This design comes from an exercise in tuning for small area, a short achievable clock period and few clock cycles per item on the open sky130 flow, not from production work. In this exercise RTL edits were held to simulation tests only and were not proved equivalent to the original. Power is estimated from default activity; no workload was simulated.

==> try-sierra: inputs <==
==> flow/design.v (excerpt) <==
module r_type_core (
   input  logic        clk,
   input  logic        rst_n,
   input  logic        instr_valid,
   input  logic [31:0] instr,
   output logic        instr_ready,
   input  logic        ld_valid,
   input  logic [4:0]  ld_addr,
   input  logic [31:0] ld_data,
   output logic        wb_valid,
   output logic [4:0]  wb_rd,
   output logic [31:0] wb_data,
   output logic        illegal,
   input  logic [4:0]  dbg_addr,
   output logic [31:0] dbg_data
);
clock: 6.0 ns
lec_check: 0
cap_margin: 20
core_margin: 2
core_utilization: 40
setup_slack_margin: 2
slew_margin: 20
synth_hierarchical: 1
run.sh (not shown) runs the stock make flow with config.mk's settings and CLKGATE_MAP_FILE= SYNTH_SCRIPT=/design/flow/synth_recipe.tcl, a recipe that flattens the netlist after the stock synthesis.
==> inputs of try-xenon, as changes to try-sierra <==
--- a/flow/design.v
+++ b/flow/design.v
@@ -46,42 +46,72 @@
    input  logic        rst_n,
    input  logic        we,
    input  logic [4:0]  waddr,
    input  logic [31:0] wdata,
    input  logic [31:1] rsel_a,
    output logic [31:0] rdata_a,
    input  logic [31:1] rsel_b,
-   output logic [31:0] rdata_b
+   output logic [31:0] rdata_b_n     
 );
    logic [31:0] mem [1:31];
    logic [991:0] flat;
    always_ff @(posedge clk) begin
       for (int i = 1; i < 32; i++) begin
          if (!rst_n || (we && (waddr == 5'(i)))) mem[i] <= wdata;
       end
    end
    always_comb begin
       for (int i = 1; i < 32; i++) flat[32*(i-1) +: 32] = mem[i];
    end
    rf_rdport u_port_a (.sel(rsel_a), .regs(flat), .data(rdata_a));
-   rf_rdport u_port_b (.sel(rsel_b), .regs(flat), .data(rdata_b));
+   rf_rdport_n u_port_b (.sel(rsel_b), .regs(flat), .data_n(rdata_b_n));
 endmodule
 module rf_rdport (
    input  logic [31:1]  sel,
    input  logic [991:0] regs,     
    output logic [31:0]  data
 );
    for (genvar b = 0; b < 32; b++) begin : g_bit
       logic [31:1] col;
       for (genvar i = 1; i < 32; i++) begin : g_col
          assign col[i] = regs[32*(i-1) + b];
       end
       rf_rdbit u_bit (.sel(sel), .d(col), .q(data[b]));
    end
 endmodule
+module rf_rdport_n (
+   input  logic [31:1]  sel,
+   input  logic [991:0] regs,
+   output logic [31:0]  data_n
+);
+   for (genvar b = 0; b < 32; b++) begin : g_bit
+      logic [31:1] col;
+      for (genvar i = 1; i < 32; i++) begin : g_col
+         assign col[i] = regs[32*(i-1) + b];
+      end
+      rf_rdbit_n u_bit (.sel(sel), .d(col), .q_n(data_n[b]));
+   end
+endmodule
+module rf_rdbit_n (
+   input  logic [31:1] sel,
+   input  logic [31:1] d,
+   output logic        q_n
+);
+   logic [10:0] n1;    
+   logic [2:0]  p2;    
+   for (genvar k = 0; k < 10; k++) begin : g_l1
+      rf_aoi222 u (.a1(sel[3*k+1]), .a2(d[3*k+1]), .b1(sel[3*k+2]), .b2(d[3*k+2]),
+                   .c1(sel[3*k+3]), .c2(d[3*k+3]), .y(n1[k]));
+   end
+   rf_nand2 u_l1_last (.a(sel[31]), .b(d[31]), .y(n1[10]));
+   rf_nand4 u_l2a (.a(n1[0]), .b(n1[1]), .c(n1[2]), .d(n1[3]), .y(p2[0]));
+   rf_nand4 u_l2b (.a(n1[4]), .b(n1[5]), .c(n1[6]), .d(n1[7]), .y(p2[1]));
+   rf_nand3 u_l2c (.a(n1[8]), .b(n1[9]), .c(n1[10]), .y(p2[2]));
+   rf_nor3  u_l3  (.a(p2[0]), .b(p2[1]), .c(p2[2]), .y(q_n));
+endmodule
 module rf_rdbit (
    input  logic [31:1] sel,
    input  logic [31:1] d,
    output logic        q
 );
    logic [3:0] p2;    
    logic [1:0] n3;    
@@ -95,14 +125,26 @@
 endmodule
 module rf_or8 (input logic [7:0] s, d, output logic y);
    assign y = |(s & d);
 endmodule
 module rf_or7 (input logic [6:0] s, d, output logic y);
    assign y = |(s & d);
 endmodule
+module rf_aoi222 (input logic a1, a2, b1, b2, c1, c2, output logic y);
+   assign y = !((a1 && a2) || (b1 && b2) || (c1 && c2));
+endmodule
+module rf_nand4 (input logic a, b, c, d, output logic y);
+   assign y = !(a && b && c && d);
+endmodule
+module rf_nand3 (input logic a, b, c, output logic y);
+   assign y = !(a && b && c);
+endmodule
+module rf_nor3 (input logic a, b, c, output logic y);
+   assign y = !(a || b || c);
+endmodule
 module rf_nand2 (input logic a, b, output logic y);
    assign y = !(a && b);
 endmodule
 module rf_nor2 (input logic a, b, output logic y);
    assign y = !(a || b);
 endmodule
 module r_type_alu (
@@ -172,28 +214,30 @@
    input  logic [31:0] alu_out,
    output logic        rf_we,
    output logic [4:0]  rf_waddr,
    output logic [31:0] rf_wdata,
    output logic [31:1] rf_rsel_a,
    output logic [31:1] rf_rsel_b,
    input  logic [31:0] rf_rdata_a,
-   input  logic [31:0] rf_rdata_b,
+   input  logic [31:0] rf_rdata_b_n,
    output logic        wb_valid,
    output logic [4:0]  wb_rd,
    output logic [31:0] wb_data,
    output logic        illegal,
    input  logic [4:0]  dbg_addr,
    output logic [31:0] dbg_data
 );
    logic        acc_i, acc_l;
    logic        fwd_a_nx, fwd_b_nx;
    logic        rd_i, rd_l, rd_legal, rd_alt, fwd_a, fwd_b;
    logic [4:0]  rd_dst;
    logic [2:0]  rd_f3;
-   logic [31:1] rs1_oh, rs2_oh;    
+   logic [4:0]  rs1, rs2;
+   logic        rs1_en, rs2_en;    
+   logic        rd_idle;           
    logic [31:0] ld_q;
    logic        ex_i, ex_l, ex_legal, ex_sub, ex_sra;
    logic [4:0]  ex_dst;
    logic [7:0]  ex_sel;
    logic [31:0] op_a, op_b;
    logic        wb_v, ill_v;
    logic [4:0]  rd_q;
@@ -210,26 +254,27 @@
       rd_l     <= acc_l;
       rd_legal <= rv32_pkg::is_legal_rtype(instr);
       rd_dst   <= acc_l ? ld_addr : instr[11:7];
       rd_f3    <= instr[14:12];
       rd_alt   <= instr[30];
       fwd_a    <= fwd_a_nx;
       fwd_b    <= fwd_b_nx;
-      for (int i = 1; i < 32; i++) begin
-         rs1_oh[i] <= acc_i && !fwd_a_nx && (instr[19:15] == 5'(i));
-         rs2_oh[i] <= acc_i && !fwd_b_nx && (instr[24:20] == 5'(i));
-      end
+      rs1      <= instr[19:15];
+      rs2      <= instr[24:20];
+      rs1_en   <= acc_i && !fwd_a_nx;
+      rd_idle  <= !acc_i && !acc_l;
+      rs2_en   <= acc_i && !fwd_b_nx;
       ld_q     <= ld_data;
       ex_legal <= rd_legal;
       ex_dst   <= rd_dst;
       for (int k = 0; k < 8; k++) ex_sel[k] <= rd_l ? (k == rv32_pkg::ALU_OR) : (rd_f3 == 3'(k));
       ex_sub   <= !rd_l && (((rd_f3 == 3'd0) && rd_alt) || (rd_f3 == 3'd2) || (rd_f3 == 3'd3));
       ex_sra   <= rd_alt;
       op_a     <= rf_rdata_a | ({32{fwd_a}} & alu_out) | ({32{rd_l}} & ld_q);
-      op_b     <= rf_rdata_b | ({32{fwd_b}} & alu_out);
+      op_b     <= ~rf_rdata_b_n | ({32{fwd_b}} & alu_out);
       rd_q     <= ex_dst;
       res_q    <= alu_out;
    end
    always_ff @(posedge clk) begin
       if (!rst_n) begin
          ex_i  <= 1'b0;
          ex_l  <= 1'b0;
@@ -239,20 +284,25 @@
          ex_i  <= rd_i;
          ex_l  <= rd_l;
          wb_v  <= ex_i && ex_legal;
          ill_v <= ex_i && !ex_legal;
       end
    end
    rf_asel u_asel (
-      .rs1_oh   (rs1_oh),
-      .dbg_en   (!rd_i && !rd_l),
+      .rs1      (rs1),
+      .rs1_en   (rs1_en),
+      .dbg_en   (rd_idle),
       .dbg_addr (dbg_addr),
       .sel      (rf_rsel_a)
    );
-   assign rf_rsel_b  = rs2_oh;
+   rf_bsel u_bsel (
+      .rs2      (rs2),
+      .rs2_en   (rs2_en),
+      .sel      (rf_rsel_b)
+   );
    assign rf_we      = (ex_i && ex_legal) || ex_l;
    assign rf_waddr   = ex_dst;
    assign rf_wdata   = alu_out;
    assign alu_sel    = rst_n ? ex_sel : 8'd0;
    assign alu_sub    = ex_sub;
    assign alu_sra    = ex_sra;
    assign alu_in1    = op_a;
@@ -260,25 +310,51 @@
    assign wb_valid   = rst_n && wb_v;
    assign illegal    = rst_n && ill_v;
    assign wb_rd      = rd_q;
    assign wb_data    = res_q;
    assign dbg_data   = rf_rdata_a;
 endmodule
 module rf_asel (
-   input  logic [31:1] rs1_oh,
+   input  logic [4:0]  rs1,
+   input  logic        rs1_en,
    input  logic        dbg_en,
    input  logic [4:0]  dbg_addr,
    output logic [31:1] sel
 );
+   logic [3:0] r_lo, d_lo;
+   logic [7:0] r_hi, d_hi;
+   rf_dec2e u_r_lo (.a(rs1[1:0]),      .en(rs1_en), .y(r_lo));
+   rf_dec2e u_d_lo (.a(dbg_addr[1:0]), .en(dbg_en), .y(d_lo));
+   rf_dec3  u_r_hi (.a(rs1[4:2]),      .y(r_hi));
+   rf_dec3  u_d_hi (.a(dbg_addr[4:2]), .y(d_hi));
+   for (genvar i = 1; i < 32; i++) begin : g_sel
+      rf_ao22 u (.a1(r_lo[i % 4]), .a2(r_hi[i / 4]), .b1(d_lo[i % 4]), .b2(d_hi[i / 4]),
+                 .y(sel[i]));
+   end
+endmodule
+module rf_dec2e (input logic [1:0] a, input logic en, output logic [3:0] y);
+   always_comb for (int j = 0; j < 4; j++) y[j] = en && (a == 2'(j));
+endmodule
+module rf_dec3 (input logic [2:0] a, output logic [7:0] y);
+   always_comb for (int k = 0; k < 8; k++) y[k] = (a == 3'(k));
+endmodule
+module rf_ao22 (input logic a1, a2, b1, b2, output logic y);
+   assign y = (a1 && a2) || (b1 && b2);
+endmodule
+module rf_bsel (
+   input  logic [4:0]  rs2,
+   input  logic        rs2_en,
+   output logic [31:1] sel
+);
    logic [3:0] lo;
    logic [7:0] hi;
    always_comb begin
-      for (int j = 0; j < 4; j++) lo[j] = (dbg_addr[1:0] == 2'(j));
-      for (int k = 0; k < 8; k++) hi[k] = dbg_en && (dbg_addr[4:2] == 3'(k));
-      for (int i = 1; i < 32; i++) sel[i] = rs1_oh[i] || (lo[i % 4] && hi[i / 4]);
+      for (int j = 0; j < 4; j++) lo[j] = (rs2[1:0] == 2'(j));
+      for (int k = 0; k < 8; k++) hi[k] = rs2_en && (rs2[4:2] == 3'(k));
+      for (int i = 1; i < 32; i++) sel[i] = lo[i % 4] && hi[i / 4];
    end
 endmodule
 module r_type_core (
    input  logic        clk,
    input  logic        rst_n,
    input  logic        instr_valid,
    input  logic [31:0] instr,
@@ -294,15 +370,15 @@
    output logic [31:0] dbg_data
 );
    logic [7:0]  alu_sel;
    logic        alu_sub, alu_sra;
    logic [31:0] alu_in1, alu_in2, alu_out;
    logic        rf_we;
    logic [4:0]  rf_waddr;
-   logic [31:0] rf_wdata, rf_rdata_a, rf_rdata_b;
+   logic [31:0] rf_wdata, rf_rdata_a, rf_rdata_b_n;
    logic [31:1] rf_rsel_a, rf_rsel_b;
    r_type_issue u_issue (
       .clk         (clk),
       .rst_n       (rst_n),
       .instr_valid (instr_valid),
       .instr       (instr),
       .instr_ready (instr_ready),
@@ -317,15 +393,15 @@
       .alu_out     (alu_out),
       .rf_we       (rf_we),
       .rf_waddr    (rf_waddr),
       .rf_wdata    (rf_wdata),
       .rf_rsel_a   (rf_rsel_a),
       .rf_rsel_b   (rf_rsel_b),
       .rf_rdata_a  (rf_rdata_a),
-      .rf_rdata_b  (rf_rdata_b),
+      .rf_rdata_b_n(rf_rdata_b_n),
       .wb_valid    (wb_valid),
       .wb_rd       (wb_rd),
       .wb_data     (wb_data),
       .illegal     (illegal),
       .dbg_addr    (dbg_addr),
       .dbg_data    (dbg_data)
    );
@@ -334,15 +410,15 @@
       .rst_n   (rst_n),
       .we      (rf_we),
       .waddr   (rf_waddr),
       .wdata   (rf_wdata),
       .rsel_a  (rf_rsel_a),
       .rdata_a (rf_rdata_a),
       .rsel_b  (rf_rsel_b),
-      .rdata_b (rf_rdata_b)
+      .rdata_b_n (rf_rdata_b_n)
    );
    r_type_alu u_alu (
       .sel    (alu_sel),
       .sub    (alu_sub),
       .sra    (alu_sra),
       .in1    (alu_in1),
       .in2    (alu_in2),
--- a/flow/config.mk
+++ b/flow/config.mk
@@ -4,10 +4,15 @@
 export VERILOG_FILES = /design/flow/design.v
 export SDC_FILE = /design/flow/constraint.sdc
 export NUM_CORES = 4
 export LEC_CHECK = 0
 export CAP_MARGIN = 20
 export CORE_MARGIN = 2
 export CORE_UTILIZATION = 40
+export CTS_BUF_LIST = sky130_fd_sc_hd__clkbuf_16
+export CTS_CLUSTER_DIAMETER = 150
+export CTS_CLUSTER_SIZE = 24
+export PLACE_DENSITY = 0.7
 export SETUP_SLACK_MARGIN = 2
 export SLEW_MARGIN = 20
 export SYNTH_HIERARCHICAL = 1
+export TNS_END_PERCENT = 20
==> comparison <==
Of try-sierra and try-xenon, try-xenon has the higher first-iteration DRC count (gap about 35%, measured against try-xenon). Between try-sierra and try-xenon, the lower critical path depth is in try-xenon (gap 1). Global-route usage is about the same in try-sierra and try-xenon. Against try-sierra, the clock skew of try-xenon is higher by 0.044 ns. Between try-xenon and try-sierra, the lower sequential power is in try-xenon (gap about 8%, measured against try-sierra). Of try-xenon and try-sierra, try-sierra has the higher flip-flop and latch count (gap 49). Against try-sierra, the cell count of try-xenon is smaller by about 9%. Of try-xenon and try-sierra, try-sierra has the higher utilization (gap 3.2 points). Between try-xenon and try-sierra, the lower sequential share of layout area is in try-sierra (gap 3.9 points). Of try-sierra and try-xenon, try-sierra has the higher setup slack (gap 0.19 ns).
Testbench counts of try-sierra, summed over its fixed seeds: cycles 4,048, items 4,000.
Testbench counts of try-xenon, summed over its fixed seeds: cycles 4,048, items 4,000.

re-timing with driven ports:
How much do the figures lean on ideal ports? The routed layouts below were timed once more, with nothing changed but the port constraints. Step 1 sets driving cells, clkbuf_16 on the clock port and buf_2 on the other inputs (assumed; they add their load-dependent delay and slew). Step 2 moves the port delays by t, midway between the first and last clock arrival at a register: inputs arrive t later, outputs are due t later. That takes back most of the time a late clock gives input paths. Slacks: ideal ports / drivers / drivers and shift; pairs: ideal ports / drivers.
run	shift t [ns]	slack for setup (ns)	clock arrival spread, ns
try-sierra	0.832	1.675 / 1.615 / 1.243	0.043 / 0.043
try-xenon	0.762	1.481 / 1.396 / 1.034	0.081 / 0.081
After both steps every run listed still meets setup and hold. For try-xenon, which loses most, drivers alone change the setup slack by -0.085 ns; drivers and shift together by -0.447 ns.
